Context: an optimization exercise on an open-source flow, tuned for small area and a short achievable clock period. The choices shown serve that exercise and are no tape-out recipe. Function was not checked in any run shown here: the RTL went through the layout flow alone. No activity file was given, so power comes from the tool's default toggle rates.

==> design.v <==
`timescale 1ns/100ps
`default_nettype none
package cpu_pkg;
    localparam int unsigned DATA_WIDTH      = 32;    
    localparam int unsigned INST_ADDR_WIDTH = 32;    
    localparam int unsigned REG_ADDR_WIDTH  = 5;     
    localparam int unsigned DMEM_DEPTH     = 64;
    localparam int unsigned DMEM_ADDR_BITS = 6;
    localparam int unsigned PC_STEP = 4;             
    typedef logic [DATA_WIDTH-1:0]      data_t;
    typedef logic [INST_ADDR_WIDTH-1:0] inst_addr_t;
    typedef logic [REG_ADDR_WIDTH-1:0]  reg_addr_t;
    typedef enum logic [3:0] {
        ALU_ADD = 4'd0,
        ALU_SUB = 4'd1,
        ALU_AND = 4'd2,
        ALU_OR  = 4'd3,
        ALU_XOR = 4'd4,
        ALU_SLL = 4'd5,
        ALU_SRL = 4'd6,
        ALU_SLT = 4'd7
    } alu_op_e;
    typedef enum logic [1:0] {
        WB_RESULT   = 2'd0,                          
        WB_LOAD     = 2'd1,                          
        WB_PC_PLUS4 = 2'd2                           
    } wb_sel_e;
endpackage
`default_nettype wire
`timescale 1ns/100ps
`default_nettype none
module execute_stage #(
    parameter int unsigned SPLIT = 16
) (
    input  logic [3:0]          i_alu_op,       
    input  cpu_pkg::data_t      i_operand_a,    
    input  cpu_pkg::data_t      i_operand_b,    
    input  cpu_pkg::inst_addr_t i_pc,
    input  logic [1:0]          i_wb_sel,
    output cpu_pkg::data_t      o_result,       
    output logic                o_carry,        
    output logic                o_lt_from_sum,  
    output logic [7:0]          o_index_lo,     
    output logic [7:0]          o_index_hi      
);
    localparam int unsigned HI = cpu_pkg::DATA_WIDTH - SPLIT;
    logic [2:0]     op;                      
    logic           is_sub;                  
    logic           is_arith;                
    logic           link;
    logic [SPLIT:0] add_lo;
    logic [SPLIT:0] sub_lo;
    logic [HI-1:0]  add_hi;
    logic [HI-1:0]  sub_hi;
    logic [SPLIT:0] sum_lo;                  
    logic [HI-1:0]  sum_hi;                  
    logic [SPLIT:0] pc_lo;
    logic           signs_differ;
    cpu_pkg::data_t shift_left;
    cpu_pkg::data_t shift_right;
    cpu_pkg::data_t alu;                     
    logic [5:0]     word_index;
    assign op       = i_alu_op[3] ? 3'd0 : i_alu_op[2:0];
    assign is_sub   = (op == 3'd1) || (op == 3'd7);
    assign is_arith = (op == 3'd0) || is_sub;
    assign link     = (i_wb_sel == cpu_pkg::WB_PC_PLUS4);
    assign add_lo = {1'b0, i_operand_a[SPLIT-1:0]} + {1'b0, i_operand_b[SPLIT-1:0]};
    assign add_hi = i_operand_a[31:SPLIT] + i_operand_b[31:SPLIT];
    assign sub_lo = {1'b0, i_operand_a[SPLIT-1:0]} + {1'b0, ~i_operand_b[SPLIT-1:0]} + 1'b1;
    assign sub_hi = i_operand_a[31:SPLIT] + ~i_operand_b[31:SPLIT];
    assign sum_lo = ({(SPLIT+1){is_sub}} & sub_lo) | ({(SPLIT+1){~is_sub}} & add_lo);
    assign sum_hi = ({HI{is_sub}} & sub_hi) | ({HI{~is_sub}} & add_hi);
    assign pc_lo = {1'b0, i_pc[SPLIT-1:0]} + cpu_pkg::PC_STEP;
    assign signs_differ = i_operand_a[31] ^ i_operand_b[31];
    assign shift_left  = i_operand_a << i_operand_b[4:0];
    assign shift_right = i_operand_a >> i_operand_b[4:0];
    always_comb begin
        case (op)
            3'd2:    alu = i_operand_a & i_operand_b;
            3'd3:    alu = i_operand_a | i_operand_b;
            3'd4:    alu = i_operand_a ^ i_operand_b;
            3'd5:    alu = shift_left;
            3'd6:    alu = shift_right;
            3'd7:    alu = signs_differ ? {31'd0, i_operand_a[31]} : {sum_hi, sum_lo[SPLIT-1:0]};
            default: alu = {sum_hi, sum_lo[SPLIT-1:0]};
        endcase
    end
    assign word_index = (op == 3'd7) ? 6'd0 : alu[7:2];
    always_comb begin
        for (int i = 0; i < 8; i++) begin
            o_index_lo[i] = (word_index[2:0] == i);
            o_index_hi[i] = (word_index[5:3] == i);
        end
    end
    assign o_result      = link ? {i_pc[31:SPLIT], pc_lo[SPLIT-1:0]} : alu;
    assign o_carry       = link ? pc_lo[SPLIT] : (is_arith && !(op == 3'd7 && signs_differ) && sum_lo[SPLIT]);
    assign o_lt_from_sum = !link && (op == 3'd7) && !signs_differ;
endmodule
`default_nettype wire
`timescale 1ns/100ps
`default_nettype none
module ex_mem_register (
    input  logic                i_clock,
    input  logic                i_reset,
    input  logic                i_flush,             
    input  cpu_pkg::data_t      i_result,
    input  logic                i_carry,
    input  logic                i_lt_from_sum,
    input  logic [7:0]          i_index_lo,
    input  logic [7:0]          i_index_hi,
    input  cpu_pkg::data_t      i_store_data,
    input  logic                i_mem_wr_enable,
    input  cpu_pkg::reg_addr_t  i_reg_wr_addr,
    input  logic                i_reg_wr_enable,
    input  logic [1:0]          i_wb_sel,
    output cpu_pkg::data_t      o_result,
    output logic                o_carry,
    output logic                o_lt_from_sum,
    output logic [7:0]          o_index_lo,
    output logic [7:0]          o_index_hi,
    output cpu_pkg::data_t      o_store_data,
    output logic                o_mem_wr_enable,
    output cpu_pkg::reg_addr_t  o_reg_wr_addr,
    output logic                o_reg_wr_enable,
    output logic                o_load,
    output logic                o_killed
);
    always_ff @(posedge i_clock) begin
        o_result        <= i_result;
        o_carry         <= i_carry;
        o_lt_from_sum   <= i_lt_from_sum;
        o_index_lo      <= i_index_lo;
        o_index_hi      <= i_index_hi;
        o_store_data    <= i_store_data;
        o_reg_wr_addr   <= i_reg_wr_addr;
        o_load          <= (i_wb_sel == cpu_pkg::WB_LOAD);
        o_reg_wr_enable <= i_reg_wr_enable & ~i_flush;
        o_mem_wr_enable <= i_mem_wr_enable & ~i_flush & ~i_reset;
        o_killed        <= i_reset;
    end
endmodule
`default_nettype wire
`timescale 1ns/100ps
`default_nettype none
module memory_stage #(
    parameter int unsigned SPLIT = 16
) (
    input  logic                i_clock,
    input  logic                i_reset,
    input  logic                i_killed,             
    input  cpu_pkg::data_t      i_result,
    input  logic                i_carry,
    input  logic                i_lt_from_sum,
    input  logic [7:0]          i_index_lo,
    input  logic [7:0]          i_index_hi,
    input  cpu_pkg::data_t      i_store_data,
    input  logic                i_mem_wr_enable,
    input  cpu_pkg::reg_addr_t  i_reg_wr_addr,
    input  logic                i_reg_wr_enable,
    input  logic                i_load,
    output cpu_pkg::data_t      o_wb_data,
    output cpu_pkg::reg_addr_t  o_wb_reg_addr,
    output logic                o_wb_reg_wr_enable
);
    localparam int unsigned HI = cpu_pkg::DATA_WIDTH - SPLIT;
    logic [cpu_pkg::DMEM_DEPTH-1:0][cpu_pkg::DATA_WIDTH-1:0] dmem;
    logic [cpu_pkg::DMEM_DEPTH-1:0] word_select;
    cpu_pkg::data_t                 load_data;
    cpu_pkg::data_t                 group_data [8];
    logic [HI-1:0]                  result_hi;
    cpu_pkg::data_t                 result;
    logic                           clear;
    assign result_hi = i_result[31:SPLIT] + {{(HI-1){1'b0}}, i_carry};
    assign result    = i_lt_from_sum ? {31'd0, result_hi[HI-1]}
                                     : {result_hi, i_result[SPLIT-1:0]};
    always_comb begin
        for (int i = 0; i < cpu_pkg::DMEM_DEPTH; i++) begin
            word_select[i] = i_index_hi[i / 8] & i_index_lo[i % 8];
        end
    end
    always_comb begin
        load_data = '0;
        for (int h = 0; h < 8; h++) begin
            group_data[h] = '0;
            for (int l = 0; l < 8; l++) begin
                group_data[h] = group_data[h] | (dmem[8*h+l] & {cpu_pkg::DATA_WIDTH{i_index_lo[l]}});
            end
            load_data = load_data | (group_data[h] & {cpu_pkg::DATA_WIDTH{i_index_hi[h]}});
        end
    end
    always_ff @(posedge i_clock) begin
        for (int i = 0; i < cpu_pkg::DMEM_DEPTH; i++) begin
            if (i_mem_wr_enable && word_select[i]) begin
                dmem[i] <= i_store_data;
            end
        end
    end
    assign clear = i_reset | i_killed;
    always_ff @(posedge i_clock) begin
        if (clear) begin
            o_wb_data          <= '0;
            o_wb_reg_addr      <= '0;
            o_wb_reg_wr_enable <= 1'b0;
        end else begin
            o_wb_data          <= i_load ? load_data : result;
            o_wb_reg_addr      <= i_reg_wr_addr;
            o_wb_reg_wr_enable <= i_reg_wr_enable;
        end
    end
endmodule
`default_nettype wire
`timescale 1ns/100ps
`default_nettype none
module exec_mem_top (
    input  logic                i_clock,
    input  logic                i_reset,
    input  cpu_pkg::inst_addr_t i_pc,
    input  logic [3:0]          i_alu_op,
    input  cpu_pkg::data_t      i_operand_a,
    input  cpu_pkg::data_t      i_operand_b,
    input  cpu_pkg::data_t      i_store_data,
    input  logic                i_mem_wr_enable,
    input  cpu_pkg::reg_addr_t  i_reg_wr_addr,
    input  logic                i_reg_wr_enable,
    input  logic [1:0]          i_wb_sel,
    input  logic                i_flush,
    output cpu_pkg::data_t      o_wb_data,
    output cpu_pkg::reg_addr_t  o_wb_reg_addr,
    output logic                o_wb_reg_wr_enable
);
    localparam int unsigned SPLIT = 16;
    cpu_pkg::data_t      ex_result;
    logic                ex_carry;
    logic                ex_lt_from_sum;
    logic [7:0]          ex_index_lo;
    logic [7:0]          ex_index_hi;
    cpu_pkg::data_t      mem_result;
    logic                mem_carry;
    logic                mem_lt_from_sum;
    logic [7:0]          mem_index_lo;
    logic [7:0]          mem_index_hi;
    cpu_pkg::data_t      mem_store_data;
    logic                mem_mem_wr_enable;
    cpu_pkg::reg_addr_t  mem_reg_wr_addr;
    logic                mem_reg_wr_enable;
    logic                mem_load;
    logic                mem_killed;
    execute_stage #(.SPLIT(SPLIT)) u_execute_stage (
        .i_alu_op      (i_alu_op),
        .i_operand_a   (i_operand_a),
        .i_operand_b   (i_operand_b),
        .i_pc          (i_pc),
        .i_wb_sel      (i_wb_sel),
        .o_result      (ex_result),
        .o_carry       (ex_carry),
        .o_lt_from_sum (ex_lt_from_sum),
        .o_index_lo    (ex_index_lo),
        .o_index_hi    (ex_index_hi)
    );
    ex_mem_register u_ex_mem_register (
        .i_clock         (i_clock),
        .i_reset         (i_reset),
        .i_flush         (i_flush),
        .i_result        (ex_result),
        .i_carry         (ex_carry),
        .i_lt_from_sum   (ex_lt_from_sum),
        .i_index_lo      (ex_index_lo),
        .i_index_hi      (ex_index_hi),
        .i_store_data    (i_store_data),
        .i_mem_wr_enable (i_mem_wr_enable),
        .i_reg_wr_addr   (i_reg_wr_addr),
        .i_reg_wr_enable (i_reg_wr_enable),
        .i_wb_sel        (i_wb_sel),
        .o_result        (mem_result),
        .o_carry         (mem_carry),
        .o_lt_from_sum   (mem_lt_from_sum),
        .o_index_lo      (mem_index_lo),
        .o_index_hi      (mem_index_hi),
        .o_store_data    (mem_store_data),
        .o_mem_wr_enable (mem_mem_wr_enable),
        .o_reg_wr_addr   (mem_reg_wr_addr),
        .o_reg_wr_enable (mem_reg_wr_enable),
        .o_load          (mem_load),
        .o_killed        (mem_killed)
    );
    memory_stage #(.SPLIT(SPLIT)) u_memory_stage (
        .i_clock            (i_clock),
        .i_reset            (i_reset),
        .i_killed           (mem_killed),
        .i_result           (mem_result),
        .i_carry            (mem_carry),
        .i_lt_from_sum      (mem_lt_from_sum),
        .i_index_lo         (mem_index_lo),
        .i_index_hi         (mem_index_hi),
        .i_store_data       (mem_store_data),
        .i_mem_wr_enable    (mem_mem_wr_enable),
        .i_reg_wr_addr      (mem_reg_wr_addr),
        .i_reg_wr_enable    (mem_reg_wr_enable),
        .i_load             (mem_load),
        .o_wb_data          (o_wb_data),
        .o_wb_reg_addr      (o_wb_reg_addr),
        .o_wb_reg_wr_enable (o_wb_reg_wr_enable)
    );
endmodule
`default_nettype wire
==> run.sh <==
#!/bin/bash
# synth_recipe.tcl (not shown) runs the flow's synth.tcl, then flattens the netlist and writes it again
# the make line also repeats each setting of config.mk as NAME=value (left out here)
make -C /OpenROAD-flow-scripts/flow DESIGN_CONFIG=/design/flow/config.mk WORK_HOME=/design/flow/orfs CLKGATE_MAP_FILE= SYNTH_SCRIPT=/design/flow/synth_recipe.tcl finish
==> config.mk <==
export PLATFORM = sky130hd
export DESIGN_NAME = exec_mem_top
export DESIGN_NICKNAME = exec_mem_top
export VERILOG_FILES = /design/flow/design.v
export SDC_FILE = /design/flow/constraint.sdc
export NUM_CORES = 4
export LEC_CHECK = 0
export CAP_MARGIN = 20
export CORE_MARGIN = 2
export CORE_UTILIZATION = 40
export CTS_CLUSTER_DIAMETER = 80
export CTS_CLUSTER_SIZE = 30
export HOLD_SLACK_MARGIN = 0
export SETUP_SLACK_MARGIN = 2.0
export SLEW_MARGIN = 20
==> constraint.sdc <==
create_clock -name core_clock -period 4.5 [get_ports {i_clock}]
set_input_delay 0.9000 -clock core_clock [delete_from_list [all_inputs] [get_ports {i_clock}]]
set_output_delay 0.9000 -clock core_clock [all_outputs]
set_load 0.01 [all_outputs]
==> results.txt, run 1 <==
* Status: timing/DRC/antenna clean
* Synth warn at 4
* Placement-stage cell area at 92,100 um^2
* Synth Area per Inst at 16.07 um^2
* Clock tree sinks at 2,177
* Rel. slew slack at 0.2678
* Via count at 56,660
* Synth Area in Simple Gates at 0.05119
* CTS Buf Count at 101
* Global Route met2 Usage at 0.4305
* Sequential share of power at 0.530
* Min-delay worst type: flop to flop
* WHS Path Cells at 1
* Seq/Total Area, Yosys at 0.7499
* Clock latency (worst-skew pair) at 810 ps
* Starting Density at 0.4025
* CP startpoint kind: flop
* Yosys top cell area share at 0.7197
* Synth area leader: edfxtp_1
* FF-to-FF path depth at 8
* Share of layout cells above drive strength 1 at 0.2339
* Global routing's busiest layer: met2
* Die height at 466.2 um
* Fill cells at 17,830
* Setup violators final at 0
* Core Box Area at 212,300 um^2
* Number of global-route vias before repair at 52,660
* Post-layout nets at 5,969
* Ys async rst share at 0
* VDD IR max at 379.6 uV
* Area of the multi-input gates at 22,360 um^2
* CTS clk-pin slew, worst paths at 120 ps
* Met1 usage at 0.3790
* Yosys cell types at 79
* Final hold viol count at 0
* Gr usage total at 0.2782
* Post-synth top cells: 2,048 x edfxtp_1, 1,184 x a22oi_1, 328 x clkbuf_1
* Clock Skew at 63.97 ps
* RSZ-0062 raised after global routing: yes
* H-tree levels at 3
* Critical path type: flop to flop
* Storage cell area at 64,260 um^2
* Part of the power in combinational logic at 0.192
* Wire per inst at 36.95 um
* Syn Inst Count at 5,318
* Post-synthesis compound-gate area fraction at 0.1344
* Pwr dens at 423.7 nW/um^2
* Post-synthesis register bit count at 2,177
* Hold endpoint: u_memory_stage.o_wb_reg_addr[2]
* Grt met3 use at 0.06609
* Rows at 169
* MaxCap Viol Count at 0
* Area Growth Syn to Fin at 19.73%
* Switch Pwr at 0.01262 W
* CP endpoint kind: flop
* Final ANT Viol Nets at 0
* Achievable frequency at 356.6 MHz
* Total negative slack at 0 ps
* Cell with the most instances after synthesis: edfxtp_1
* EDFF count, synth at 2,048
* TritonCTS clock tree: done
* Fin crit period at 2804 ps
* DRC at 0
* Area of the mapped netlist at 85,450 um^2
* Int Pwr at 0.03073 W
* Largest net degree at the start of global routing at 65
* Final Cell Area at 102,300 um^2
* Sw frac at 0.2912
* Largest family of logic cells by synthesized area: compound AO/OA/AOI/OAI gates
* Drt first-iter violations at 8,708
* Post-DP HPWL at 173,700 um
* IO Count at 182
* Worst R2R Start: u_ex_mem_register.o_index_lo[5]
* Leading post-synthesis cells by cell area: edfxtp_1 72%, a22oi_1 10%, dfxtp_1 3.0%, nand4_1 2.2%, ha_1 1.6%
* DIE WIDTH at 466.2 um
* Die area at 217,300 um^2
* Hold-fix buffers at CTS at 0
* Drt total wl at 318,600 um
* Clk pwr share at 0.279
* Worst Tran Pin Value at 1098 ps
* Reg2Reg Setup Slack at 1700 ps
* Worst Path Arrival at 3470 ps
* Worst path required time at 5170 ps
* Synth Area in XOR/XNOR at 0.004920
* Port Buffers at 181
* DR pass1 iterations at 8
* Fin crit share at 0.6232
* Final Max Tran Viols at 0
* CTS Buffer Depth at 3
* Clk root buf: clkbuf_16
* R2r endpoint: u_memory_stage.o_wb_data[16]
* WHS at 436.0 ps
* Final global-route overflow total at 0
* Synth Area in Adders at 0.01646
* First-pass GRT wire length at 426,300 um
* Vias per cell at 6.571
* Post-synth top flop: edfxtp_1
* Initial antenna violation count at 19
* Static Leak at 32.27 nW
* Hold_sp: u_ex_mem_register.o_reg_wr_addr[2]
* Mux cell area share after synthesis at 0.02122
* Finished Core Util at 0.4819
* Syn nets at 5,572
* GP Congestion at 0.9419
* Largest fanout on the critical path at 11
==> layer usage <==
layer / routed length (um) / vias up / part of all wire
li1: - / 22670 / -
met1: 119700 / 29350 / 0.38
met2: 145800 / 3945 / 0.46
met3: 37910 / 673 / 0.12
met4: 14720 / 24 / 0.046
met5: 500 / - / 0.0016
==> state kept, by name (all words and copies together), names as in the netlist <==
signal	count
u_ex_mem_register.o_carry	1
u_ex_mem_register.o_index_hi	8
u_ex_mem_register.o_index_lo	8
u_ex_mem_register.o_killed	1
u_ex_mem_register.o_load	1
u_ex_mem_register.o_lt_from_sum	1
u_ex_mem_register.o_mem_wr_enable	1
u_ex_mem_register.o_reg_wr_addr	5
u_ex_mem_register.o_reg_wr_enable	1
u_ex_mem_register.o_result	32
u_ex_mem_register.o_store_data	32
u_memory_stage.dmem	2048
u_memory_stage.o_wb_data	32
u_memory_stage.o_wb_reg_addr	5
u_memory_stage.o_wb_reg_wr_enable	1
==> worst max-delay path: stages (launching register included) <==
cell and delay [ps]:
dfxtp_4 390, buf_12 160, buf_4 210, a22oi_1 220
nand4_1 190, a22oi_2 220, nand4_1 700, a21oi_2 480
nor2_1 70
==> timing repair <==
| action | 4_1_cts | 5_1_grt |
|---|---|---|
| gates cloned | 35 | 23 |
| buffers inserted | 116 | 79 |
| gates resized for setup | 550 | 396 |
| setup endpoints to repair | 1676 | 167 |
| pin swaps | 156 | 260 |
==> through the flow <==
stage	std cells	setup slack [ps]	power, W
2_1_floorplan	5318	1296	0.02638
3_5_place_dp	8180	449.7	0.02957
5_1_grt	8619	1644	0.04426
6_report	8622	1696	0.04335
4_1_cts	8516	1737	0.04235
3_3_place_gp	8180	438.3	0.02954
==> cell usage in the layout (no fill, tap or decap), types with 14 or more instances in the layout <==
| master | n |
|---|---|
| edfxtp_1 | 2048 |
| a22oi_1 | 932 |
| nand4_1 | 299 |
| buf_4 | 265 |
| a22oi_2 | 252 |
| nor2_1 | 156 |
| clkbuf_16 | 130 |
| nand2_1 | 115 |
| clkdlybuf4s50_1 | 81 |
| buf_12 | 80 |
| a21oi_1 | 77 |
| dfxtp_1 | 72 |
| ha_1 | 64 |
| inv_1 | 62 |
| o21ai_0 | 58 |
| buf_6 | 57 |
| dlygate4sd2_1 | 50 |
| and3_4 | 49 |
| mux2i_1 | 48 |
| dfxtp_4 | 43 |
| mux4_2 | 41 |
| buf_16 | 39 |
| ha_4 | 34 |
| xnor2_1 | 32 |
| nor3_1 | 30 |
| nand3_1 | 26 |
| and3_2 | 26 |
| o211ai_1 | 24 |
| a211oi_1 | 21 |
| o21ai_1 | 20 |
| a21oi_2 | 19 |
| mux2_2 | 18 |
| and2_1 | 17 |
| inv_2 | 16 |
| nor2b_1 | 15 |
| buf_8 | 15 |
| clkinv_4 | 14 |
| xor2_1 | 14 |
| dfxtp_2 | 14 |
==> power groups by stage <==
stage / Sequential, W / Clock, W / Combinational (W)
after floorplan: 0.0230 / 0 / 0.00335
after global placement: 0.0236 / 0 / 0.00597
after detailed placement: 0.0236 / 0 / 0.00597
after CTS: 0.0229 / 0.0122 / 0.00726
after global routing: 0.0230 / 0.0128 / 0.00849
final: 0.0230 / 0.0121 / 0.00831
==> worst max-delay path by stage <==
stage	to	cells past startpoint	slack [ps]	from
2_1_floorplan	u_ex_mem_register.o_result[14]	15	1300	i_operand_b[3]
5_1_grt	u_memory_stage.o_wb_data[16]	8	1640	u_ex_mem_register.o_index_lo[5]
6_report	u_memory_stage.o_wb_data[16]	8	1700	u_ex_mem_register.o_index_lo[5]
3_3_place_gp	u_ex_mem_register.o_result[28]	11	440	i_operand_a[18]
3_5_place_dp	u_ex_mem_register.o_result[28]	11	450	i_operand_a[17]
4_1_cts	u_memory_stage.o_wb_data[27]	8	1740	u_ex_mem_register.o_index_lo[7]
==> cell families (layout without fill, tap and decap cells) <==
| group | after synthesis | after routing |
|---|---|---|
| DFF | 2177 | 2177 |
| other | 0 | 4 |
| adders and majority gates | 110 | 110 |
| AOI/OAI and AO/OA | 1574 | 1574 |
| buffers and inverters | 467 | 935 |
| xor gates and xnor gates | 48 | 48 |
| and+or+nand+nor | 820 | 831 |
| muxes | 122 | 122 |
==> final cells by class <==
| class | count | area share |
|---|---|---|
| multi-input combinational | 2685 | 0.2185 |
| clock inverter | 66 | 0.009356 |
| timing repair buffer | 663 | 0.07832 |
| tap | 2821 | 0.03450 |
| sequential | 2177 | 0.6281 |
| clock buffer | 119 | 0.02731 |
| inverter | 87 | 0.003803 |
| antenna | 4 | 0.00009784 |
==> run 2: changes to the inputs <==
--- a/design.v
+++ b/design.v
@@ -40,8 +40,7 @@
     output cpu_pkg::data_t      o_result,       
     output logic                o_carry,        
     output logic                o_lt_from_sum,  
-    output logic [7:0]          o_index_lo,     
-    output logic [7:0]          o_index_hi      
+    output logic [cpu_pkg::DMEM_DEPTH-1:0] o_word_select   
 );
     localparam int unsigned HI = cpu_pkg::DATA_WIDTH - SPLIT;
     logic [2:0]     op;                      
@@ -87,9 +86,8 @@
     end
     assign word_index = (op == 3'd7) ? 6'd0 : alu[7:2];
     always_comb begin
-        for (int i = 0; i < 8; i++) begin
-            o_index_lo[i] = (word_index[2:0] == i);
-            o_index_hi[i] = (word_index[5:3] == i);
+        for (int i = 0; i < cpu_pkg::DMEM_DEPTH; i++) begin
+            o_word_select[i] = (word_index == i);
         end
     end
     assign o_result      = link ? {i_pc[31:SPLIT], pc_lo[SPLIT-1:0]} : alu;
@@ -106,8 +104,7 @@
     input  cpu_pkg::data_t      i_result,
     input  logic                i_carry,
     input  logic                i_lt_from_sum,
-    input  logic [7:0]          i_index_lo,
-    input  logic [7:0]          i_index_hi,
+    input  logic [cpu_pkg::DMEM_DEPTH-1:0] i_word_select,
     input  cpu_pkg::data_t      i_store_data,
     input  logic                i_mem_wr_enable,
     input  cpu_pkg::reg_addr_t  i_reg_wr_addr,
@@ -116,8 +113,7 @@
     output cpu_pkg::data_t      o_result,
     output logic                o_carry,
     output logic                o_lt_from_sum,
-    output logic [7:0]          o_index_lo,
-    output logic [7:0]          o_index_hi,
+    output logic [cpu_pkg::DMEM_DEPTH-1:0] o_word_select,
     output cpu_pkg::data_t      o_store_data,
     output logic                o_mem_wr_enable,
     output cpu_pkg::reg_addr_t  o_reg_wr_addr,
@@ -129,8 +125,7 @@
         o_result        <= i_result;
         o_carry         <= i_carry;
         o_lt_from_sum   <= i_lt_from_sum;
-        o_index_lo      <= i_index_lo;
-        o_index_hi      <= i_index_hi;
+        o_word_select   <= i_word_select;
         o_store_data    <= i_store_data;
         o_reg_wr_addr   <= i_reg_wr_addr;
         o_load          <= (i_wb_sel == cpu_pkg::WB_LOAD);
@@ -151,8 +146,7 @@
     input  cpu_pkg::data_t      i_result,
     input  logic                i_carry,
     input  logic                i_lt_from_sum,
-    input  logic [7:0]          i_index_lo,
-    input  logic [7:0]          i_index_hi,
+    input  logic [cpu_pkg::DMEM_DEPTH-1:0] i_word_select,    
     input  cpu_pkg::data_t      i_store_data,
     input  logic                i_mem_wr_enable,
     input  cpu_pkg::reg_addr_t  i_reg_wr_addr,
@@ -164,9 +158,7 @@
 );
     localparam int unsigned HI = cpu_pkg::DATA_WIDTH - SPLIT;
     logic [cpu_pkg::DMEM_DEPTH-1:0][cpu_pkg::DATA_WIDTH-1:0] dmem;
-    logic [cpu_pkg::DMEM_DEPTH-1:0] word_select;
     cpu_pkg::data_t                 load_data;
-    cpu_pkg::data_t                 group_data [8];
     logic [HI-1:0]                  result_hi;
     cpu_pkg::data_t                 result;
     logic                           clear;
@@ -174,23 +166,14 @@
     assign result    = i_lt_from_sum ? {31'd0, result_hi[HI-1]}
                                      : {result_hi, i_result[SPLIT-1:0]};
     always_comb begin
+        load_data = '0;
         for (int i = 0; i < cpu_pkg::DMEM_DEPTH; i++) begin
-            word_select[i] = i_index_hi[i / 8] & i_index_lo[i % 8];
-        end
-    end
-    always_comb begin
-        load_data = '0;
-        for (int h = 0; h < 8; h++) begin
-            group_data[h] = '0;
-            for (int l = 0; l < 8; l++) begin
-                group_data[h] = group_data[h] | (dmem[8*h+l] & {cpu_pkg::DATA_WIDTH{i_index_lo[l]}});
-            end
-            load_data = load_data | (group_data[h] & {cpu_pkg::DATA_WIDTH{i_index_hi[h]}});
+            load_data = load_data | (dmem[i] & {cpu_pkg::DATA_WIDTH{i_word_select[i]}});
         end
     end
     always_ff @(posedge i_clock) begin
         for (int i = 0; i < cpu_pkg::DMEM_DEPTH; i++) begin
-            if (i_mem_wr_enable && word_select[i]) begin
+            if (i_mem_wr_enable && i_word_select[i]) begin
                 dmem[i] <= i_store_data;
             end
         end
@@ -232,13 +215,11 @@
     cpu_pkg::data_t      ex_result;
     logic                ex_carry;
     logic                ex_lt_from_sum;
-    logic [7:0]          ex_index_lo;
-    logic [7:0]          ex_index_hi;
+    logic [cpu_pkg::DMEM_DEPTH-1:0] ex_word_select;
     cpu_pkg::data_t      mem_result;
     logic                mem_carry;
     logic                mem_lt_from_sum;
-    logic [7:0]          mem_index_lo;
-    logic [7:0]          mem_index_hi;
+    logic [cpu_pkg::DMEM_DEPTH-1:0] mem_word_select;
     cpu_pkg::data_t      mem_store_data;
     logic                mem_mem_wr_enable;
     cpu_pkg::reg_addr_t  mem_reg_wr_addr;
@@ -254,8 +235,7 @@
         .o_result      (ex_result),
         .o_carry       (ex_carry),
         .o_lt_from_sum (ex_lt_from_sum),
-        .o_index_lo    (ex_index_lo),
-        .o_index_hi    (ex_index_hi)
+        .o_word_select (ex_word_select)
     );
     ex_mem_register u_ex_mem_register (
         .i_clock         (i_clock),
@@ -264,8 +244,7 @@
         .i_result        (ex_result),
         .i_carry         (ex_carry),
         .i_lt_from_sum   (ex_lt_from_sum),
-        .i_index_lo      (ex_index_lo),
-        .i_index_hi      (ex_index_hi),
+        .i_word_select   (ex_word_select),
         .i_store_data    (i_store_data),
         .i_mem_wr_enable (i_mem_wr_enable),
         .i_reg_wr_addr   (i_reg_wr_addr),
@@ -274,8 +253,7 @@
         .o_result        (mem_result),
         .o_carry         (mem_carry),
         .o_lt_from_sum   (mem_lt_from_sum),
-        .o_index_lo      (mem_index_lo),
-        .o_index_hi      (mem_index_hi),
+        .o_word_select   (mem_word_select),
         .o_store_data    (mem_store_data),
         .o_mem_wr_enable (mem_mem_wr_enable),
         .o_reg_wr_addr   (mem_reg_wr_addr),
@@ -290,8 +268,7 @@
         .i_result           (mem_result),
         .i_carry            (mem_carry),
         .i_lt_from_sum      (mem_lt_from_sum),
-        .i_index_lo         (mem_index_lo),
-        .i_index_hi         (mem_index_hi),
+        .i_word_select      (mem_word_select),
         .i_store_data       (mem_store_data),
         .i_mem_wr_enable    (mem_mem_wr_enable),
         .i_reg_wr_addr      (mem_reg_wr_addr),
==> results.txt, run 2 <==
* Post-synth top flop: edfxtp_1 (unchanged)
* Slowest stage delay, CP at 580 ps (was 700 ps)
* H-tree levels at 3 (unchanged)
* Hold endpoint: u_memory_stage.o_wb_data[1] (was u_memory_stage.o_wb_reg_addr[2])
* Initial antenna violation count at 35 (was 19)
* Final Max Tran Viols at 0 (unchanged)
* Die area at 217,600 um^2 (was 217,300 um^2)
* Number of flip-flops in the largest register at 2,048 (unchanged)
* Yosys cell types at 80 (was 79)
* Clock tree sinks at 2,225 (was 2,177)
* DR pass1 iterations at 9 (was 8)
* Static Leak at 34.11 nW (was 32.27 nW)
* Synth warn at 3 (was 4)
* Rows at 169 (unchanged)
* EDFF count, synth at 2,048 (unchanged)
* Worst Tran Pin Value at 1255 ps (was 1098 ps)
* TritonCTS clock tree: done (unchanged)
* R2r endpoint: u_memory_stage.o_wb_data[8] (was u_memory_stage.o_wb_data[16])
* Final hold viol count at 0 (unchanged)
* Worst Path Arrival at 3520 ps (was 3470 ps)
* Cell with the most instances after synthesis: edfxtp_1 (unchanged)
* Pwr dens at 394.9 nW/um^2 (was 423.7 nW/um^2)
* Setup violators final at 0 (unchanged)
* Largest Register: u_memory_stage.dmem (unchanged)
* Reg2Reg Setup Slack at 1700 ps (about the same)
* Area of the mapped netlist at 85,570 um^2 (was 85,450 um^2)
* VDD IR max at 373.9 uV (was 379.6 uV)
* Total negative slack at 0 ps (unchanged)
* Syn nets at 5,355 (was 5,572)
* Leading post-synthesis cells by cell area: edfxtp_1 72%, a22oi_1 4.5%, dfxtp_1 4.1%, a221oi_1 2.9%, a22o_1 2.8% (was edfxtp_1 72%, a22oi_1 10%, dfxtp_1 3.0%, nand4_1 2.2%, ha_1 1.6%)
* Synth Area per Inst at 16.75 um^2 (was 16.07 um^2)
* Most common cell after layout, fill and taps aside: edfxtp_1 (unchanged)
* Vias per cell at 7.130 (was 6.571)
* Status: timing/DRC/antenna clean (unchanged)
* Synth area leader: edfxtp_1 (unchanged)
* Area Growth Syn to Fin at 21.34% (was 19.73%)
* MaxCap Viol Count at 0 (unchanged)
* Drt total wl at 403,500 um (was 318,600 um)
* Yosys top cell area share at 0.7187 (was 0.7197)
* Via count at 62,060 (was 56,660)
* FF-to-FF path depth at 8 (unchanged)
* Hold-fix buffers at CTS at 0 (unchanged)
* Worst R2R Start: u_ex_mem_register.o_word_select[10] (was u_ex_mem_register.o_index_lo[5])
* RSZ-0062 raised after global routing: yes (unchanged)
* Commonest non-fill, non-tap cells in the layout: 2,048 x edfxtp_1, 490 x a22oi_1, 450 x buf_4, 271 x a22o_1, 204 x a221oi_1 (was 2,048 x edfxtp_1, 932 x a22oi_1, 299 x nand4_1, 265 x buf_4, 252 x a22oi_2)
* Die height at 466.5 um (was 466.2 um)
* Fill cells at 17,740 (was 17,830)
* Number of global-route vias before repair at 55,600 (was 52,660)
* Achievable frequency at 357.7 MHz (was 356.6 MHz)
* Core Box Area at 212,300 um^2 (unchanged)
* Port Buffers at 181 (unchanged)
* CP dominant cell by count: buf_4 (was nand4_1)
* Starting Density at 0.4031 (was 0.4025)
* Post-layout nets at 6,012 (was 5,969)
* Share of layout cells above drive strength 1 at 0.2723 (was 0.2339)
* Worst path required time at 5220 ps (was 5170 ps)
* Critical path type: flop to flop (unchanged)
* IO Count at 182 (unchanged)
* CTS clk-pin slew, worst paths at 120 ps (about the same)
* GP Congestion at 0.9619 (was 0.9419)
* Rel. slew slack at 0.1631 (was 0.2678)
* Fin crit period at 2796 ps (was 2804 ps)
* Final ANT Viol Nets at 0 (unchanged)
* WHS Path Cells at 2 (was 1)
* Hold_sp: u_ex_mem_register.o_result[1] (was u_ex_mem_register.o_reg_wr_addr[2])
* Final global-route overflow total at 0 (unchanged)
* Largest fanout on the critical path at 8 (was 11)
* CTS Buffer Depth at 3 (unchanged)
* Post-DP HPWL at 227,800 um (was 173,700 um)
* Clock latency (worst-skew pair) at 880 ps (was 810 ps)
* Placement-stage cell area at 93,410 um^2 (was 92,100 um^2)
* DRC at 0 (unchanged)
* CTS Buf Count at 106 (was 101)
* Ys async rst share at 0 (unchanged)
* Delay-heaviest family, CP: compound AO/OA/AOI/OAI gates (was simple AND/OR/NAND/NOR gates)
* Post-synthesis register bit count at 2,225 (was 2,177)
* Bufs and invs on worst path at 3 (was 2)
* CP startpoint kind: flop (unchanged)
* Biggest registers after layout: u_memory_stage.dmem x2048, u_ex_mem_register.o_word_select x64
* Clk root buf: clkbuf_16 (unchanged)
* Post-synth top cells: 2,048 x edfxtp_1, 509 x a22oi_1, 286 x a221oi_1 (was 2,048 x edfxtp_1, 1,184 x a22oi_1, 328 x clkbuf_1)
* Seq/Total Area, Yosys at 0.7601 (was 0.7499)
* Area of the multi-input gates at 22,120 um^2 (was 22,360 um^2)
* CP Cell Sequence: buf_4 > buf_4 > a22oi_2 > nand3_2 > or4_4 > o41ai_4 > buf_4 > a21oi_2 (was buf_12 > buf_4 > a22oi_1 > nand4_1 > a22oi_2 > nand4_1 > a21oi_2 > nor2_1)
* Fin crit share at 0.6213 (was 0.6232)
* Largest net degree at the start of global routing at 65 (unchanged)
* Final Cell Area at 103,800 um^2 (was 102,300 um^2)
* First-pass GRT wire length at 520,000 um (was 426,300 um)
* Wire per inst at 46.36 um (was 36.95 um)
* Syn Inst Count at 5,108 (was 5,318)
* Storage cell area at 65,410 um^2 (was 64,260 um^2)
* Drt first-iter violations at 13,310 (was 8,708)
* DIE WIDTH at 466.5 um (was 466.2 um)
* CP max stage cell: o41ai_4 (was nand4_1)
* Min-delay worst type: flop to flop (unchanged)
* CP endpoint kind: flop (unchanged)
* Gr usage total at 0.3586 (was 0.2782)
* Clock Skew at 95.93 ps (was 63.97 ps)
## run 2: cell count changes after synthesis, moves of 30 or more
cell,delta
and3_1,-63
or4_1,+30
nand3_1,+97
a22o_1,+270
a22oi_1,-675
nand4_1,-175
dfxtp_1,+48
and2_1,+56
a221oi_1,+268
clkbuf_1,-73
## run 2: worst max path at each step
stage / startpoint / end / cells past startpoint
finish: u_ex_mem_register.o_word_select[10] / u_memory_stage.o_wb_data[8] / 8
global route: i_operand_b[3] / u_ex_mem_register.o_word_select[11] / 13
CTS: i_operand_b[3] / u_ex_mem_register.o_word_select[0] / 14
detailed placement: i_operand_a[0] / u_ex_mem_register.o_word_select[22] / 12
global placement: i_operand_a[0] / u_ex_mem_register.o_word_select[42] / 12
floorplan: i_operand_b[2] / u_ex_mem_register.o_carry / 16
## run 2: cell type report
class | instances | area share
multi-input cells | 2507 | 0.2130
inverters | 87 | 0.003241
clock buffers | 128 | 0.02714
clock inverters | 73 | 0.01154
diodes | 25 | 0.0006025
repair buffers | 838 | 0.08053
flip-flops and latches | 2225 | 0.6299
well taps | 2821 | 0.03399
## run 2: cells by family (layout without fill, tap and decap cells)
logic type / after synthesis / in the layout / share of synthesized area
xor gates and xnor gates: 46 / 46 / 0.004708
and+or+nand+nor: 800 / 815 / 0.04806
AOI/OAI and AO/OA: 1438 / 1438 / 0.1307
buffers and inverters: 391 / 1126 / 0.01781
adders and majority gates: 103 / 103 / 0.01541
muxes: 105 / 105 / 0.02318
other: 0 / 25 / 0
DFF: 2225 / 2225 / 0.7601
## run 2: worst register-to-register path, cell delays in order (launching register included)
cell and delay (ps):
dfxtp_4 420, buf_4 200, buf_4 220, a22oi_2 180, nand3_2 170, or4_4 570, o41ai_4 580, buf_4 270
a21oi_2 70
## run 2: report_power, final
part	switching (W)	internal, W
clock network	0.00743	0.00534
registers	0.000490	0.0228
logic	0.00310	0.00189
## run 2: routing by layer
layer / share of wire / global-route usage / up-vias
met5: 0.00077 / 0 / -
met4: 0.083 / 0.2191 / 44
met3: 0.16 / 0.1280 / 1626
met2: 0.42 / 0.5260 / 6543
met1: 0.33 / 0.4544 / 31400
li1: - / - / 22440
## run 2: what timing repair did
item	4_1_cts	5_1_grt
resized for setup	726	283
cloned	22	2
buffers inserted	239	71
setup endpoints to repair	1351	129
pin swaps	165	166
## run 2: stage by stage
| step | util | hold WS, ps | worst slack [ps] | power [W] | std cells |
|---|---|---|---|---|---|
| after floorplan | - | 405.7 | 757.2 | 0.02524 | 5108 |
| after global placement | 0.4400 | 413.5 | 68.88 | 0.02740 | 8143 |
| after detailed placement | 0.4400 | 417.4 | 99.38 | 0.02741 | 8143 |
| after CTS | 0.4802 | 369.3 | 1764 | 0.04034 | 8605 |
| after global routing | 0.4889 | 395.0 | 1720 | 0.04160 | 8684 |
| final | 0.4891 | 393.9 | 1704 | 0.04100 | 8704 |
==> run 3: changes to the inputs <==
--- a/design.v
+++ b/design.v
@@ -162,14 +162,41 @@
     logic [HI-1:0]                  result_hi;
     cpu_pkg::data_t                 result;
     logic                           clear;
+    logic                           load_pick;
+    cpu_pkg::data_t                 result_pick;
+    cpu_pkg::data_t                 wb_data_next;
     assign result_hi = i_result[31:SPLIT] + {{(HI-1){1'b0}}, i_carry};
     assign result    = i_lt_from_sum ? {31'd0, result_hi[HI-1]}
                                      : {result_hi, i_result[SPLIT-1:0]};
-    always_comb begin
-        load_data = '0;
-        for (int i = 0; i < cpu_pkg::DMEM_DEPTH; i++) begin
-            load_data = load_data | (dmem[i] & {cpu_pkg::DATA_WIDTH{i_word_select[i]}});
+    for (genvar b = 0; b < cpu_pkg::DATA_WIDTH; b++) begin : g_read
+        logic [21:0] level1;                 
+        logic [5:0]  level2;                 
+        logic [1:0]  level3;                 
+        for (genvar g = 0; g < 20; g++) begin : g_l1
+            gate_aoi222 u_aoi (
+                .a1 (i_word_select[3*g]),   .a2 (dmem[3*g][b]),
+                .b1 (i_word_select[3*g+1]), .b2 (dmem[3*g+1][b]),
+                .c1 (i_word_select[3*g+2]), .c2 (dmem[3*g+2][b]),
+                .y  (level1[g])
+            );
+        end
+        for (genvar g = 20; g < 22; g++) begin : g_l1b
+            gate_aoi22 u_aoi (
+                .a1 (i_word_select[60+2*(g-20)]),   .a2 (dmem[60+2*(g-20)][b]),
+                .b1 (i_word_select[60+2*(g-20)+1]), .b2 (dmem[60+2*(g-20)+1][b]),
+                .y  (level1[g])
+            );
+        end
+        for (genvar g = 0; g < 5; g++) begin : g_l2
+            gate_nand4 u_nand (
+                .a (level1[4*g]), .b (level1[4*g+1]), .c (level1[4*g+2]), .d (level1[4*g+3]),
+                .y (level2[g])
+            );
         end
+        gate_nand2 u_l2 (.a (level1[20]), .b (level1[21]), .y (level2[5]));
+        gate_nor3 u_l3a (.a (level2[0]), .b (level2[1]), .c (level2[2]), .y (level3[0]));
+        gate_nor3 u_l3b (.a (level2[3]), .b (level2[4]), .c (level2[5]), .y (level3[1]));
+        gate_nand2 u_l4 (.a (level3[0]), .b (level3[1]), .y (load_data[b]));
     end
     always_ff @(posedge i_clock) begin
         for (int i = 0; i < cpu_pkg::DMEM_DEPTH; i++) begin
@@ -179,19 +206,63 @@
         end
     end
     assign clear = i_reset | i_killed;
+    assign load_pick   = i_load & ~clear;
+    assign result_pick = result & {cpu_pkg::DATA_WIDTH{~i_load & ~clear}};
+    for (genvar b = 0; b < cpu_pkg::DATA_WIDTH; b++) begin : g_wb
+        gate_ao21 u_pick (
+            .a1 (load_data[b]), .a2 (load_pick), .b1 (result_pick[b]),
+            .y  (wb_data_next[b])
+        );
+    end
     always_ff @(posedge i_clock) begin
+        o_wb_data <= wb_data_next;
         if (clear) begin
-            o_wb_data          <= '0;
             o_wb_reg_addr      <= '0;
             o_wb_reg_wr_enable <= 1'b0;
         end else begin
-            o_wb_data          <= i_load ? load_data : result;
             o_wb_reg_addr      <= i_reg_wr_addr;
             o_wb_reg_wr_enable <= i_reg_wr_enable;
         end
     end
 endmodule
 `default_nettype wire
+module gate_aoi222 (
+    input  logic a1, a2, b1, b2, c1, c2,
+    output logic y
+);
+    assign y = ~((a1 & a2) | (b1 & b2) | (c1 & c2));
+endmodule
+module gate_aoi22 (
+    input  logic a1, a2, b1, b2,
+    output logic y
+);
+    assign y = ~((a1 & a2) | (b1 & b2));
+endmodule
+module gate_nand4 (
+    input  logic a, b, c, d,
+    output logic y
+);
+    assign y = ~(a & b & c & d);
+endmodule
+module gate_nor3 (
+    input  logic a, b, c,
+    output logic y
+);
+    assign y = ~(a | b | c);
+endmodule
+module gate_ao21 (
+    input  logic a1, a2, b1,
+    output logic y
+);
+    assign y = (a1 & a2) | b1;
+endmodule
+module gate_nand2 (
+    input  logic a, b,
+    output logic y
+);
+    assign y = ~(a & b);
+endmodule
+`default_nettype wire
 `timescale 1ns/100ps
 `default_nettype none
 module exec_mem_top (
==> flow/run.sh (new file) <==
#!/bin/bash
set -euo pipefail
export BUFFER_PORTS_ARGS="-buffer_cell sky130_fd_sc_hd__buf_2"
bash standard.sh > standard.log 2>&1
==> standard.sh (new file) <==
#!/bin/bash
# synth_recipe.tcl (not shown) runs the flow's synth.tcl, then flattens the netlist and writes it again
# the make line also repeats each setting of config.mk as NAME=value (left out here)
make -C /OpenROAD-flow-scripts/flow DESIGN_CONFIG=/design/flow/config.mk WORK_HOME=/design/flow/orfs CLKGATE_MAP_FILE= SYNTH_SCRIPT=/design/flow/synth_recipe.tcl "${@:-finish}"
--- a/config.mk
+++ b/config.mk
@@ -9,7 +9,8 @@
 export CORE_MARGIN = 2
 export CORE_UTILIZATION = 40
 export CTS_CLUSTER_DIAMETER = 80
-export CTS_CLUSTER_SIZE = 30
+export CTS_CLUSTER_SIZE = 26
 export HOLD_SLACK_MARGIN = 0
 export SETUP_SLACK_MARGIN = 2.0
 export SLEW_MARGIN = 20
+export SYNTH_HIERARCHICAL = 1
removed: run.sh
==> results.txt, run 3 <==
* Clock Skew at 45.76 ps (was 95.93 ps)
* Final global-route overflow total at 0 (unchanged)
* Die height at 463.1 um (was 466.5 um)
* Largest fanout on the critical path at 8 (unchanged)
* Post-layout nets at 5,327 (was 6,012)
* Starting Density at 0.4022 (was 0.4031)
* Fin crit share at 0.6127 (was 0.6213)
* Number of global-route vias before repair at 48,230 (was 55,600)
* RSZ-0062 raised after global routing: yes (unchanged)
* Share of layout cells above drive strength 1 at 0.2213 (was 0.2723)
* Leading post-synthesis cells by cell area: edfxtp_1 73%, a222oi_1 7.6%, dfxtp_1 4.2%, ha_1 1.6%, mux4_2 1.3% (was edfxtp_1 72%, a22oi_1 4.5%, dfxtp_1 4.1%, a221oi_1 2.9%, a22o_1 2.8%)
* Status: timing/DRC/antenna clean (unchanged)
* Vias per cell at 6.450 (was 7.130)
* CTS clk-pin slew, worst paths at 100 ps (was 120 ps)
* Rows at 168 (was 169)
* Syn nets at 4,887 (was 5,355)
* Setup violators final at 0 (unchanged)
* Number of flip-flops in the largest register at 2,048 (unchanged)
* Cell count after placement at 7,653 (was 8,143)
* Min-delay worst type: primary input to flop (was flop to flop)
* Clock latency (worst-skew pair) at 810 ps (was 880 ps)
* Static Leak at 30.73 nW (was 34.11 nW)
* Pwr dens at 408.1 nW/um^2 (was 394.9 nW/um^2)
* Seq/Total Area, Yosys at 0.7716 (was 0.7601)
* Initial antenna violation count at 12 (was 35)
* Wire per inst at 33.78 um (was 46.36 um)
* Biggest registers after layout: u_memory_stage.dmem x2048, u_ex_mem_register.o_word_select x64 (unchanged)
* R2r endpoint: u_memory_stage.o_wb_data[15] (was u_memory_stage.o_wb_data[8])
* Reg2Reg Setup Slack at 1750 ps (was 1700 ps)
* MaxCap Viol Count at 0 (unchanged)
* Largest Register: u_memory_stage.dmem (unchanged)
* Clock tree sinks at 2,225 (unchanged)
* CTS Buf Count at 107 (was 106)
* GP Congestion at 0.9708 (was 0.9619)
* Delay-heaviest family, CP: compound AO/OA/AOI/OAI gates (unchanged)
* Area of the mapped netlist at 84,300 um^2 (was 85,570 um^2)
* Worst Tran Pin Value at 1136 ps (was 1255 ps)
* WHS Path Cells at 1 (was 2)
* Post-synth top flop: edfxtp_1 (unchanged)
* CP Cell Sequence: buf_12 > clkinvlp_4 > ha_4 > a211oi_4 > nor3_2 > o32a_1 > o21ba_4 > xnor2_4 > a211oi_4 > buf_12 > or3_4 > nor2_4 (was buf_4 > buf_4 > a22oi_2 > nand3_2 > or4_4 > o41ai_4 > buf_4 > a21oi_2)
* Critical path type: primary input to flop (was flop to flop)
* Area of the multi-input gates at 20,010 um^2 (was 22,120 um^2)
* Bufs and invs on worst path at 3 (unchanged)
* Die area at 214,400 um^2 (was 217,600 um^2)
* Core Box Area at 209,600 um^2 (was 212,300 um^2)
* CP max stage cell: or3_4 (was o41ai_4)
* CTS Buffer Depth at 3 (unchanged)
* Drt total wl at 268,800 um (was 403,500 um)
* IO Count at 182 (unchanged)
* Syn Inst Count at 4,628 (was 5,108)
* Post-DP HPWL at 158,000 um (was 227,800 um)
* Fill cells at 17,840 (was 17,740)
* H-tree levels at 3 (unchanged)
* CP startpoint kind: primary input (was flop)
* Total negative slack at 0 ps (unchanged)
* Yosys cell types at 99 (was 80)
* WHS at 187.8 ps (was 393.9 ps)
* Yosys top cell area share at 0.7296 (was 0.7187)
* Rel. slew slack at 0.2426 (was 0.1631)
* Fin crit period at 2757 ps (was 2796 ps)
* Final ANT Viol Nets at 0 (unchanged)
* Most common cell after layout, fill and taps aside: edfxtp_1 (unchanged)
* Post-synth top cells: 2,048 x edfxtp_1, 640 x a222oi_1, 213 x nor2_1 (was 2,048 x edfxtp_1, 509 x a22oi_1, 286 x a221oi_1)
* Post-synthesis register bit count at 2,225 (unchanged)
* Achievable frequency at 362.7 MHz (was 357.7 MHz)
* Synth Area per Inst at 18.21 um^2 (was 16.75 um^2)
* Commonest non-fill, non-tap cells in the layout: 2,048 x edfxtp_1, 640 x a222oi_1, 170 x nand4_1, 165 x nor2_1, 160 x buf_4 (was 2,048 x edfxtp_1, 490 x a22oi_1, 450 x buf_4, 271 x a22o_1, 204 x a221oi_1)
* Hold_sp: i_store_data[6] (was u_ex_mem_register.o_result[1])
* Via count at 51,330 (was 62,060)
* Worst R2R Start: u_ex_mem_register.o_word_select[24] (was u_ex_mem_register.o_word_select[10])
* Hold-fix buffers at CTS at 0 (unchanged)
* First-pass GRT wire length at 371,500 um (was 520,000 um)
* Final Max Tran Viols at 0 (unchanged)
* Area Growth Syn to Fin at 14.29% (was 21.34%)
* DRC at 0 (unchanged)
* CP endpoint kind: flop (unchanged)
* Synth area leader: edfxtp_1 (unchanged)
* Ys async rst share at 0 (unchanged)
* FF-to-FF path depth at 7 (was 8)
* Post-route insts no fill at 7,957 (was 8,704)
* VDD IR max at 318.5 uV (was 373.9 uV)
* Hold endpoint: u_ex_mem_register.o_store_data[6] (was u_memory_stage.o_wb_data[1])
* Final hold viol count at 0 (unchanged)
* Storage cell area at 65,150 um^2 (was 65,410 um^2)
* Placement-stage cell area at 89,780 um^2 (was 93,410 um^2)
* Largest net degree at the start of global routing at 65 (unchanged)
* Clk root buf: clkbuf_16 (unchanged)
* Gr usage total at 0.2413 (was 0.3586)
* Synth warn at 9 (was 3)
* Slowest stage delay, CP at 470 ps (was 580 ps)
* Port Buffers at 181 (unchanged)
* TritonCTS clock tree: done (unchanged)
* Cell with the most instances after synthesis: edfxtp_1 (unchanged)
* DIE WIDTH at 463.1 um (was 466.5 um)
* Final Cell Area at 96,340 um^2 (was 103,800 um^2)
* Drt first-iter violations at 9,593 (was 13,310)
* Worst Path Arrival at 3510 ps (was 3520 ps)
* DR pass1 iterations at 8 (was 9)
* EDFF count, synth at 2,048 (unchanged)
* Worst path required time at 5250 ps (was 5220 ps)
==> run 3: worst max-delay path by stage <==
stage	from	to	slack, ps	cells after the start
global route	i_operand_b[1]	u_ex_mem_register.o_result[15]	1710	11
CTS	i_operand_b[1]	u_ex_mem_register.o_word_select[41]	1780	12
global placement	i_operand_b[0]	u_ex_mem_register.o_word_select[40]	350	11
detailed placement	i_operand_b[0]	u_ex_mem_register.o_word_select[41]	350	11
floorplan	i_operand_b[2]	u_ex_mem_register.o_result[15]	1190	13
finish	i_operand_b[1]	u_ex_mem_register.o_word_select[47]	1740	12
==> run 3: final cells by class <==
class                      count  share of cell area
sequential                  2225              0.6763
multi-input combinational   2220              0.2077
timing repair buffer         425             0.04040
tap                         2805             0.03643
clock buffer                 148             0.02949
clock inverter                35            0.005468
inverter                      89            0.003935
antenna                       10           0.0002597
==> run 3: report_power, final <==
| part | total (W) | internal [W] | switching (W) |
|---|---|---|---|
| combinational | 0.00494 | 0.00152 | 0.00341 |
| clock | 0.0114 | 0.00465 | 0.00672 |
| sequential | 0.0230 | 0.0228 | 0.000228 |
==> run 3: metal layers <==
| layer | share of wire | routed length (um) | global-route usage |
|---|---|---|---|
| met1 | 0.39 | 104900 | 0.3360 |
| met2 | 0.47 | 125200 | 0.3835 |
| met3 | 0.10 | 27960 | 0.03949 |
| met4 | 0.040 | 10700 | 0.08616 |
| met5 | 0.00038 | 101 | 0 |
==> run 3: modules after synthesis (local to each module, per instance), excerpt <==
| module | flip-flops and latches | cell area, um^2 | cells inside | times used |
|---|---|---|---|---|
| gate_aoi222 | 0 | 10.01 | 1 | 640 |
| gate_nand4 | 0 | 6.256 | 1 | 160 |
| gate_aoi22 | 0 | 12.51 | 1 | 64 |
| ex_mem_register | 139 | 2808 | 142 | 1 |
| gate_nand2 | 0 | 3.754 | 1 | 64 |
| gate_ao21 | 0 | 7.507 | 1 | 32 |
| gate_nor3 | 0 | 10.01 | 1 | 64 |
==> run 3: through the flow <==
stage / util / worst slack (ps) / power, W
2_1_floorplan: - / 1194 / 0.02541
3_3_place_gp: 0.4284 / 349.9 / 0.02767
3_5_place_dp: 0.4284 / 347.5 / 0.02770
4_1_cts: 0.4557 / 1782 / 0.03921
5_1_grt: 0.4596 / 1715 / 0.04027
6_report: 0.4597 / 1743 / 0.03932
==> run 3: timing repair <==
| action | in CTS | in global routing |
|---|---|---|
| resized for setup | 325 | 154 |
| setup endpoints to repair | 1103 | 305 |
| pin swaps | 199 | 159 |
| buffers inserted | 44 | 36 |
| gates cloned | 29 | 1 |
==> run 3: kinds of logic after synthesis <==
group | share of synthesized area
adders and majority gates | 0.01743
DFF | 0.7716
muxes | 0.02330
xor gates and xnor gates | 0.004675
buffers and inverters | 0.009396
and+or+nand+nor | 0.05625
AOI/OAI and AO/OA | 0.1174
==> run 4: changes to the inputs <==
--- a/config.mk
+++ b/config.mk
@@ -7,7 +7,7 @@
 export LEC_CHECK = 0
 export CAP_MARGIN = 20
 export CORE_MARGIN = 2
-export CORE_UTILIZATION = 40
+export CORE_UTILIZATION = 50
 export CTS_CLUSTER_DIAMETER = 80
 export CTS_CLUSTER_SIZE = 26
 export HOLD_SLACK_MARGIN = 0
==> results.txt, run 4 <==
* Final global-route overflow total at 0 (unchanged)
* Min-delay worst type: primary input to flop (unchanged)
* Synth Area in Simple Gates at 0.05625 (unchanged)
* Status: timing/DRC/antenna clean (unchanged)
* Post-route insts no fill at 7,342 (was 7,957)
* Global Route met2 Usage at 0.4406 (was 0.3835)
* Core Box Area at 167,200 um^2 (was 209,600 um^2)
* Worst Tran Pin Value at 1174 ps (was 1136 ps)
* Synth Area in Adders at 0.01743 (unchanged)
* Clock Skew at 55.35 ps (was 45.76 ps)
* Final Max Tran Viols at 0 (unchanged)
* Setup crit end: u_ex_mem_register.o_word_select[37] (was u_ex_mem_register.o_word_select[47])
* Post-synthesis compound-gate area fraction at 0.1174 (unchanged)
* RSZ-0062 raised after global routing: yes (unchanged)
* Synth warn at 9 (unchanged)
* Worst R2R Start: u_ex_mem_register.o_word_select[17] (was u_ex_mem_register.o_word_select[24])
* Static Leak at 30.66 nW (was 30.73 nW)
* DIE WIDTH at 414.6 um (was 463.1 um)
* Final hold viol count at 0 (unchanged)
* Largest net degree at the start of global routing at 65 (unchanged)
* Vias per cell at 6.925 (was 6.450)
* Cell count after placement at 7,070 (was 7,653)
* Number of global-route vias before repair at 47,420 (was 48,230)
* Synth Area per Inst at 18.21 um^2 (unchanged)
* CP startpoint kind: primary input (unchanged)
* Syn Inst Count at 4,628 (unchanged)
* Crit. Startpoint: i_operand_b[1] (unchanged)
* Final ANT Viol Nets at 0 (unchanged)
* CP endpoint kind: flop (unchanged)
* Mux cell area share after synthesis at 0.02330 (unchanged)
* Area Growth Syn to Fin at 12.96% (was 14.29%)
* Critical path type: primary input to flop (unchanged)
* Storage cell area at 65,180 um^2 (was 65,150 um^2)
* R2r endpoint: u_memory_stage.o_wb_data[26] (was u_memory_stage.o_wb_data[15])
* Clk root buf: clkbuf_16 (unchanged)
* Drt total wl at 263,600 um (was 268,800 um)
* Largest Register: u_memory_stage.dmem (unchanged)
* Ys async rst share at 0 (unchanged)
* Post-synth top cells: 2,048 x edfxtp_1, 640 x a222oi_1, 213 x nor2_1 (unchanged)
* MaxCap Viol Count at 0 (unchanged)
* H-tree levels at 3 (unchanged)
* Gr usage total at 0.2990 (was 0.2413)
* CP Cell Sequence: buf_12 > buf_12 > mux4_2 > a22o_1 > a21o_1 > a2111oi_4 > o31ai_4 > a211oi_4 > buf_6 > nand2_4 > nor2_1 (was buf_12 > clkinvlp_4 > ha_4 > a211oi_4 > nor3_2 > o32a_1 > o21ba_4 > xnor2_4 > a211oi_4 > buf_12 > or3_4 > nor2_4)
* CTS Buf Count at 109 (was 107)
* Grt met3 use at 0.05801 (was 0.03949)
* TritonCTS clock tree: done (unchanged)
* Achievable frequency at 353.9 MHz (was 362.7 MHz)
* Yosys cell types at 99 (unchanged)
* Die area at 171,900 um^2 (was 214,400 um^2)
* IO Count at 182 (unchanged)
* Pwr dens at 414.2 nW/um^2 (was 408.1 nW/um^2)
* Rows at 150 (was 168)
* Area of the mapped netlist at 84,300 um^2 (unchanged)
* Global routing's busiest layer: met2 (unchanged)
* Leading post-synthesis cells by cell area: edfxtp_1 73%, a222oi_1 7.6%, dfxtp_1 4.2%, ha_1 1.6%, mux4_2 1.3% (unchanged)
* GP Congestion at 0.9212 (was 0.9708)
* Setup violators final at 0 (unchanged)
* CP dominant cell by count: buf_12
* Total negative slack at 0 ps (unchanged)
* CTS Buffer Depth at 3 (unchanged)
* Area of the multi-input gates at 20,130 um^2 (was 20,010 um^2)
* Worst Path Arrival at 3520 ps (was 3510 ps)
* Share of layout cells above drive strength 1 at 0.2251 (was 0.2213)
* Clock latency (worst-skew pair) at 790 ps (was 810 ps)
* CP max stage cell: mux4_2 (was or3_4)
* Port Buffers at 181 (unchanged)
* First-pass GRT wire length at 365,800 um (was 371,500 um)
* Initial antenna violation count at 5 (was 12)
* Die height at 414.6 um (was 463.1 um)
* CTS clk-pin slew, worst paths at 100 ps (about the same)
* Fin crit period at 2826 ps (was 2757 ps)
* Most common cell after layout, fill and taps aside: edfxtp_1 (unchanged)
* Fill cells at 12,800 (was 17,840)
* FF-to-FF path depth at 6 (was 7)
* Starting Density at 0.5041 (was 0.4022)
* Post-DP HPWL at 156,100 um (was 158,000 um)
* Post-synth top flop: edfxtp_1 (unchanged)
* Drt first-iter violations at 9,219 (was 9,593)
* Worst path required time at 5190 ps (was 5250 ps)
* DRC at 0 (unchanged)
* Cell with the most instances after synthesis: edfxtp_1 (unchanged)
* EDFF count, synth at 2,048 (unchanged)
* Number of flip-flops in the largest register at 2,048 (unchanged)
* Yosys top cell area share at 0.7296 (unchanged)
* Via count at 50,850 (was 51,330)
* Commonest non-fill, non-tap cells in the layout: 2,048 x edfxtp_1, 640 x a222oi_1, 182 x buf_4, 170 x nand4_1, 162 x nor2_1 (was 2,048 x edfxtp_1, 640 x a222oi_1, 170 x nand4_1, 165 x nor2_1, 160 x buf_4)
* Slowest stage delay, CP at 510 ps (was 470 ps)
* VDD IR max at 332.3 uV (was 318.5 uV)
* DR pass1 iterations at 9 (was 8)
* Post-synthesis register bit count at 2,225 (unchanged)
* Clock tree sinks at 2,225 (unchanged)
* Syn nets at 4,887 (unchanged)
* Seq/Total Area, Yosys at 0.7716 (unchanged)
* WHS at 214.6 ps (was 187.8 ps)
* Met1 usage at 0.4383 (was 0.3360)
* Rel. slew slack at 0.2176 (was 0.2426)
* Wire per inst at 35.90 um (was 33.78 um)
* WHS Path Cells at 1 (unchanged)
* Fin crit share at 0.6279 (was 0.6127)
* Synth Area in XOR/XNOR at 0.004675 (unchanged)
* Post-layout nets at 5,314 (was 5,327)
* Biggest registers after layout: u_memory_stage.dmem x2048, u_ex_mem_register.o_word_select x64 (unchanged)
* Largest fanout on the critical path at 6 (was 8)
* Largest family of logic cells by synthesized area: compound AO/OA/AOI/OAI gates (unchanged)
* Reg2Reg Setup Slack at 1910 ps (was 1750 ps)
* Synth area leader: edfxtp_1 (unchanged)
-- run 4: repair_timing --
action,CTS,global route
resized for setup,288,183
buffers inserted,58,11
gates cloned,7,2
hold endpoints to repair,0,0
hold buffers,0,0
pin swaps,127,125
endpoints found under the setup margin,729,851
-- run 4: area by class of cell --
type,instances,share of cell area
diodes,2,0.00005256
repair buffers,410,0.03381
inverters,89,0.004060
clock inverters,45,0.005637
repair inverters,1,0.00009198
multi-input cells,2219,0.2114
flip-flops and latches,2225,0.6845
clock buffers,147,0.03153
well taps,2204,0.02896
-- run 4: how the worst min path moves through the flow --
stage | startpoint | end | slack, ps
6_report | i_store_data[29] | u_ex_mem_register.o_store_data[29] | 210
5_1_grt | i_store_data[29] | u_ex_mem_register.o_store_data[29] | 180
4_1_cts | i_store_data[29] | u_ex_mem_register.o_store_data[29] | 160
3_5_place_dp | u_ex_mem_register.o_reg_wr_addr[2] | u_memory_stage.o_wb_reg_addr[2] | 410
3_3_place_gp | u_ex_mem_register.o_reg_wr_addr[1] | u_memory_stage.o_wb_reg_addr[1] | 410
2_1_floorplan | u_ex_mem_register.o_reg_wr_addr[0] | u_memory_stage.o_wb_reg_addr[0] | 410
-- run 4: routing by layer --
metal  wire, um  share of wire  vias up
li1           -              -    20990
met1     104600           0.40    26320
met2     116500           0.44     3098
met3      29430           0.11      431
met4      13060          0.050        0
met5          0              0        -
-- run 4: metrics by stage --
step           total power, W  instance area (um^2)  setup WS, ps  utilization
6_report              0.03944                 95230          1674       0.5695
5_1_grt               0.04034                 95220          1673       0.5694
4_1_cts               0.03921                 94420          1806       0.5646
3_5_place_dp          0.02750                 89160         421.8       0.5332
3_3_place_gp          0.02749                 89160         469.2       0.5332
2_1_floorplan         0.02541                 84830          1194            -
-- run 4: logic make-up (layout without fill, tap and decap cells) --
family | count (synthesis) | after routing
DFF | 2225 | 2225
AOI/OAI and AO/OA | 1094 | 1094
and+or+nand+nor | 860 | 862
buffers and inverters | 186 | 692
adders and majority gates | 115 | 115
muxes | 103 | 103
xor gates and xnor gates | 45 | 45
other | 0 | 2
-- run 4: worst max-delay path, delay by kind of cell --
family          cells  cell delay [ps]
compound gates      5             1470
simple gates        2              190
buf+inv             3              440
mux                 1              510
-- run 4: per-module statistics from Yosys, one instance, submodules excluded, a selection --
module	copies in the design	cells	area, um^2
gate_nand4	160	1	6.256
gate_aoi22	64	1	12.51
ex_mem_register	1	142	2808
gate_ao21	32	1	7.507
gate_nor3	64	1	10.01
gate_nand2	64	1	3.754
gate_aoi222	640	1	10.01
-- run 4: power by group --
part	switching (W)	internal, W	total, W
Clock	0.00664	0.00500	0.0116
Combinational	0.00328	0.00151	0.00479
Sequential	0.000237	0.0228	0.0230

[what the ideal ports hide]
How much do the figures lean on ideal ports? The routed layouts below were timed once more, with nothing changed but the port constraints.
Step 1 sets driving cells, clkbuf_16 on the clock port and buf_2 on the other inputs (assumed; they add their load-dependent delay and slew).
Step 2 times the ports against the registers' clock, not the clock port: input delays grow and output delays shrink by t, the midpoint of the rising clock arrivals with the driver on.
Slacks: ideal / step 1 / step 2; pairs: ideal / step 1.
run | t (ns) | setup slack, ns | hold WS [ns] | slew at the worst register clock pin (ns) | pins driven straight from the clock port
run 1 | 0.869 | 1.696 / 1.696 / 0.996 | 0.436 / 0.436 / 0.436 | 0.12 / 0.12 | 1
run 2 | 0.903 | 1.704 / 1.539 / 0.635 | 0.394 / 0.394 / 0.394 | 0.12 / 0.12 | 1
run 3 | 0.888 | 1.743 / 1.717 / 0.829 | 0.188 / 0.114 / 0.437 | 0.11 / 0.11 | 1
run 4 | 0.847 | 1.674 / 1.600 / 0.753 | 0.215 / 0.151 / 0.429 | 0.11 / 0.11 | 1
After both steps setup and hold are still met in every run listed. The setup slack of run 2, which loses most, moves by -0.165 ns with the drivers and by -1.069 ns with both steps.
